Background: an optimization exercise with open tools, aiming at small area. Do not read the settings as production practice.
Only simulation tests tie the RTL to the original design; equivalence was not proved.
Power and IR drop assume default switching activity.

// gf256_mul_pipe
module gf256_mul_pipe
#(
  parameter int         LANES = 16,
  parameter logic [8:0] POLY  = kuz_gf_pkg::KUZ_POLY
) (
  input  logic               clk,
  input  logic               rst,
  input  logic               in_valid,
  output logic               in_ready,
  input  logic [8*LANES-1:0] in_a,
  input  logic [8*LANES-1:0] in_b,
  output logic               out_valid,
  input  logic               out_ready,
  output logic [8*LANES-1:0] out_p
);
For scale: ~2400 cells after synthesis, about 0.025 mm^2 of cells after synthesis.
==> flow/config.mk <==
export PLATFORM = sky130hd
export DESIGN_NAME = gf256_mul_pipe
export DESIGN_NICKNAME = gf256_mul_pipe
export VERILOG_FILES = /design/flow/design.v
export SDC_FILE = /design/flow/constraint.sdc
export NUM_CORES = 4
export LEC_CHECK = 0
export CAP_MARGIN = 20
export CELL_PAD_IN_SITES_DETAIL_PLACEMENT = 0
export CELL_PAD_IN_SITES_GLOBAL_PLACEMENT = 0
export CORE_MARGIN = 2
export CORE_UTILIZATION = 70
export CTS_BUF_LIST = sky130_fd_sc_hd__clkbuf_4
export GPL_TIMING_DRIVEN = 0
export PLACE_DENSITY = 0.8
export SLEW_MARGIN = 20
export SYNTH_HIERARCHICAL = 1
export SYNTH_MINIMUM_KEEP_SIZE = 0
==> flow/constraint.sdc <==
create_clock -name core_clock -period 4.0 [get_ports {clk}]
set_input_delay 0.8000 -clock core_clock [delete_from_list [all_inputs] [get_ports {clk}]]
set_output_delay 0.8000 -clock core_clock [all_outputs]
set_load 0.01 [all_outputs]
standard.sh (not shown) runs the stock make flow with config.mk's settings and CLKGATE_MAP_FILE= SYNTH_SCRIPT=/design/flow/synth_recipe.tcl, a recipe that flattens the netlist after the stock synthesis.
==> flow/flow/run.sh <==
#!/bin/bash
# Standard ORFS layout with three changes to how it is built:
#  - the port buffers use the smallest buffer cell (sky130_fd_sc_hd__buf_1)
#    instead of the delay buffer buffer_ports picks by default;
#  - the buffers ABC adds during synthesis are removed at floorplan;
#  - CTS inserts no dummy loads (clock buffers come from CTS_BUF_LIST).
set -euo pipefail
export BUFFER_PORTS_ARGS="-buffer_cell sky130_fd_sc_hd__buf_1"
export REMOVE_ABC_BUFFERS=1
export CTS_ARGS="-sink_clustering_enable -repair_clock_nets -buf_list sky130_fd_sc_hd__clkbuf_8 -sink_clustering_size 20 -sink_clustering_max_diameter 60 -dont_use_dummy_load"
bash standard.sh "BUFFER_PORTS_ARGS=$BUFFER_PORTS_ARGS" "REMOVE_ABC_BUFFERS=$REMOVE_ABC_BUFFERS" "CTS_ARGS=$CTS_ARGS" finish > make_finish.log 2>&1
The baseline completed with no timing, DRC or antenna violations.
==> next run, changes <==
--- a/flow/flow/run.sh
+++ b/flow/flow/run.sh
@@ -8,4 +8,4 @@
 export BUFFER_PORTS_ARGS="-buffer_cell sky130_fd_sc_hd__buf_1"
 export REMOVE_ABC_BUFFERS=1
-export CTS_ARGS="-sink_clustering_enable -repair_clock_nets -buf_list sky130_fd_sc_hd__clkbuf_8 -sink_clustering_size 20 -sink_clustering_max_diameter 60 -dont_use_dummy_load"
+export CTS_ARGS="-sink_clustering_enable -repair_clock_nets -buf_list sky130_fd_sc_hd__clkbuf_4 -dont_use_dummy_load"
 bash standard.sh "BUFFER_PORTS_ARGS=$BUFFER_PORTS_ARGS" "REMOVE_ABC_BUFFERS=$REMOVE_ABC_BUFFERS" "CTS_ARGS=$CTS_ARGS" finish > make_finish.log 2>&1
- CORE_UTILIZATION: 70 -> 55
- PLACE_DENSITY: 0.8 -> 0.65
=> Clock-buffer cell count went up by 67. Total power went up by 4.2%. Sequential power hardly moves.
==> next run, changes <==
--- a/flow/flow/run.sh
+++ b/flow/flow/run.sh
@@ -8,4 +8,4 @@
 export BUFFER_PORTS_ARGS="-buffer_cell sky130_fd_sc_hd__buf_1"
 export REMOVE_ABC_BUFFERS=1
-export CTS_ARGS="-sink_clustering_enable -repair_clock_nets -buf_list sky130_fd_sc_hd__clkbuf_4 -dont_use_dummy_load"
+export CTS_ARGS="-sink_clustering_enable -repair_clock_nets -buf_list sky130_fd_sc_hd__clkbuf_8 -sink_clustering_size 20 -sink_clustering_max_diameter 60 -dont_use_dummy_load"
 bash standard.sh "BUFFER_PORTS_ARGS=$BUFFER_PORTS_ARGS" "REMOVE_ABC_BUFFERS=$REMOVE_ABC_BUFFERS" "CTS_ARGS=$CTS_ARGS" finish > make_finish.log 2>&1
Effect: Total power fell by about 4.6%. Global-route usage fell by 0.74 points. Routed wire length fell by about 1.6%. Clock-buffer cell count fell by 67. Non-clock buffer count stays the same. Cell area fell by about 1.2%. Final cell count fell by 2.0%. Worst setup slack gets worse by 110 ps.
==> next run, changes <==
--- a/flow/flow/run.sh
+++ b/flow/flow/run.sh
@@ -8,4 +8,4 @@
 export BUFFER_PORTS_ARGS="-buffer_cell sky130_fd_sc_hd__buf_1"
 export REMOVE_ABC_BUFFERS=1
-export CTS_ARGS="-sink_clustering_enable -repair_clock_nets -buf_list sky130_fd_sc_hd__clkbuf_8 -sink_clustering_size 20 -sink_clustering_max_diameter 60 -dont_use_dummy_load"
+export CTS_ARGS="-sink_clustering_enable -repair_clock_nets -buf_list sky130_fd_sc_hd__clkbuf_4 -sink_clustering_size 10 -sink_clustering_max_diameter 40 -dont_use_dummy_load"
 bash standard.sh "BUFFER_PORTS_ARGS=$BUFFER_PORTS_ARGS" "REMOVE_ABC_BUFFERS=$REMOVE_ABC_BUFFERS" "CTS_ARGS=$CTS_ARGS" finish > make_finish.log 2>&1
Outcome:
- The changed run passed the timing, design-rule and antenna checks
- final area is about the same
- utilization hardly moves
- global-route usage goes up by 0.40 points
- fmax goes up by 2.9%
- worst setup slack is better by 69 ps
- power goes up by 0.36%
- clock-buffer cell count goes up by 26
- hold slack is worse by 53 ps
- synthesized cell count stays the same
- first-iteration DRC count goes up by 7.9%
- clock power goes up by about 3%
==> next run, changes <==
--- a/flow/flow/run.sh
+++ b/flow/flow/run.sh
@@ -8,4 +8,4 @@
 export BUFFER_PORTS_ARGS="-buffer_cell sky130_fd_sc_hd__buf_1"
 export REMOVE_ABC_BUFFERS=1
-export CTS_ARGS="-sink_clustering_enable -repair_clock_nets -buf_list sky130_fd_sc_hd__clkbuf_4 -sink_clustering_size 10 -sink_clustering_max_diameter 40 -dont_use_dummy_load"
+export CTS_ARGS="-sink_clustering_enable -repair_clock_nets -buf_list {sky130_fd_sc_hd__clkbuf_4 sky130_fd_sc_hd__clkbuf_8} -sink_clustering_size 16 -sink_clustering_max_diameter 50 -dont_use_dummy_load"
 bash standard.sh "BUFFER_PORTS_ARGS=$BUFFER_PORTS_ARGS" "REMOVE_ABC_BUFFERS=$REMOVE_ABC_BUFFERS" "CTS_ARGS=$CTS_ARGS" finish > make_finish.log 2>&1
Power came out higher by 1.3%.
Core utilization came out higher by 0.17 points.
Setup slack is worse by 62 ps.

---

old:
gf256_mul_pipe, a different RTL version from the one above (not shown whole).
For scale: roughly 2300 cells after synthesis, roughly 390 flip-flops, roughly 390 I/O pins, roughly 25000 um^2 of cells after synthesis.
Design gf256_mul_pipe, start of the top module:
module gf256_mul_pipe
#(
  parameter int         LANES = 16,
  parameter logic [8:0] POLY  = kuz_gf_pkg::KUZ_POLY
) (
  input  logic               clk,
  input  logic               rst,
  input  logic               in_valid,
  output logic               in_ready,
  input  logic [8*LANES-1:0] in_a,
  input  logic [8*LANES-1:0] in_b,
  output logic               out_valid,
  input  logic               out_ready,
  output logic [8*LANES-1:0] out_p
);
export LEC_CHECK = 0
export CAP_MARGIN = 0
export CELL_PAD_IN_SITES_DETAIL_PLACEMENT = 0
export CELL_PAD_IN_SITES_GLOBAL_PLACEMENT = 0
export CORE_MARGIN = 2
export CORE_UTILIZATION = 70
export CTS_BUF_LIST = sky130_fd_sc_hd__clkbuf_4
export GPL_TIMING_DRIVEN = 0
export PLACE_DENSITY = 0.8
export SLEW_MARGIN = 20
export SYNTH_HIERARCHICAL = 1
export SYNTH_MINIMUM_KEEP_SIZE = 0
create_clock -name core_clock -period 4.0 [get_ports {clk}]
==> flow/flow/run.sh <==
#!/bin/bash
# Standard ORFS layout with three changes to how it is built:
#  - the port buffers use the smallest buffer cell (sky130_fd_sc_hd__buf_1)
#    instead of the delay buffer buffer_ports picks by default;
#  - the buffers ABC adds during synthesis are removed at floorplan;
#  - CTS inserts no dummy loads (clock buffers come from CTS_BUF_LIST).
set -euo pipefail
export BUFFER_PORTS_ARGS="-buffer_cell sky130_fd_sc_hd__buf_1"
export REMOVE_ABC_BUFFERS=1
export CTS_ARGS="-sink_clustering_enable -repair_clock_nets -buf_list sky130_fd_sc_hd__clkbuf_4 -sink_clustering_size 10 -sink_clustering_max_diameter 40 -dont_use_dummy_load"
bash standard.sh "BUFFER_PORTS_ARGS=$BUFFER_PORTS_ARGS" "REMOVE_ABC_BUFFERS=$REMOVE_ABC_BUFFERS" "CTS_ARGS=$CTS_ARGS" finish > make_finish.log 2>&1
Input-level comparison between new and old:
Settings: a change of CAP_MARGIN from 0 to 20.
==> comparison <==
Via count came out exactly the same in old and new. Diff new..old | sum of routed wire length over all layers | unchanged. new reached the final stage; the timing, design-rule and antenna checks on its layout passed. Clock network power across old and new: no real change. Reported for old and new, total length of routed met3 wires turned out identical to the last digit. On count of placed standard cells in the final layout, fillers left out, old tracks new almost exactly. Re total of clock buffers placed in the layout: no difference whatsoever between old and new. Diff new..old | total power | negligible. Comparing old against new, there is no change at all in first-pass GRT wire length. Final hold violation count: old vs new identical. Going from old to new, final critical path time including I/O delays and setup stayed essentially flat, worst hold slack roughly the same.

---

gf256_mul_pipe, a different RTL version from the one above (not shown whole).
Size: roughly 2,400 cells after synthesis, about 0.025 sq mm of cells after synthesis.
clock: 4.0 ns
lec_check: 0
cap_margin: 20
cell_pad_in_sites_detail_placement: 0
cell_pad_in_sites_global_placement: 0
core_margin: 2
core_utilization: 55
gpl_timing_driven: 0
place_density: 0.65
slew_margin: 20
synth_hierarchical: 1
synth_minimum_keep_size: 0
run.sh (not shown) runs the stock make flow with config.mk's settings and CLKGATE_MAP_FILE= SYNTH_SCRIPT=/design/flow/synth_recipe.tcl, a recipe that flattens the netlist after the stock synthesis.
Stock flow here: none of the scripts above is used.
Next try:
==> flow/flow/run.sh (new file) <==
#!/bin/bash
# Standard ORFS layout, with the port buffers made of the smallest buffer cell
# (sky130_fd_sc_hd__buf_1) instead of the delay buffer buffer_ports picks.
set -euo pipefail
export BUFFER_PORTS_ARGS="-buffer_cell sky130_fd_sc_hd__buf_1"
bash standard.sh "BUFFER_PORTS_ARGS=$BUFFER_PORTS_ARGS" finish > make_finish.log 2>&1
==> flow/standard.sh (new file) <==
#!/bin/bash
# synth_recipe.tcl (not shown) runs the flow's synth.tcl, then flattens the netlist and writes it again
# the make line also repeats each setting of config.mk as NAME=value (left out here)
make -C /OpenROAD-flow-scripts/flow DESIGN_CONFIG=/design/flow/config.mk WORK_HOME=/design/flow/orfs CLKGATE_MAP_FILE= SYNTH_SCRIPT=/design/flow/synth_recipe.tcl "${@:-finish}"
removed: flow/run.sh
After rerunning:
- The changed run passed the timing, design-rule and antenna checks
- worst hold slack degrades by 280 ps
- sequential power stays flat
- area after synthesis stays the same
- design area goes down by about 9%
- setup slack improves by 260 ps
- global-route usage came out lower by 0.70 points
- first-iteration DRC count decreases by 7.2%
- clock skew stays flat
- core utilization decreases by 6.5 points
- count of clock-buffer cells in the layout rises by 10

[static timing again, ports no longer ideal]
The results above use ideal ports. As a check the final layouts listed here were re-extracted and re-timed, cells and wires unchanged. Step 1, drivers: a clkbuf_16 drives clk and a buf_2 each remaining input, both assumed. Step 2, shift: input delay + t, output delay - t, t = (earliest + latest rising clock arrival at the registers) / 2. This alone moves slack from input paths to output paths. a / b / c = no drivers / after step 1 / after step 2; a / b = the first two.
run	t (ns)	setup slack, ns	latest minus earliest clock arrival (ns)
the first run of note 1	0.644	1.591 / 1.614 / 0.970	0.101 / 0.100
the second run of note 1	0.787	1.670 / 1.620 / 1.008	0.073 / 0.073
the third run of note 1	0.628	1.560 / 1.589 / 0.961	0.088 / 0.088
the fourth run of note 1	0.794	1.629 / 1.578 / 0.948	0.119 / 0.119
the fifth run of note 1	0.584	1.567 / 1.586 / 1.002	0.104 / 0.104
old	0.705	0.967 / 0.985 / 0.280	0.103 / 0.103
new	0.705	0.967 / 0.985 / 0.280	0.103 / 0.103
the first run of note 3	0.597	0.113 / 0.118 / -0.478	0.022 / 0.023
the second run of note 3	0.587	0.372 / 0.399 / -0.187	0.015 / 0.015
Met with ideal ports but missed after step 2: setup timing in the first run of note 3 and the second run of note 3.
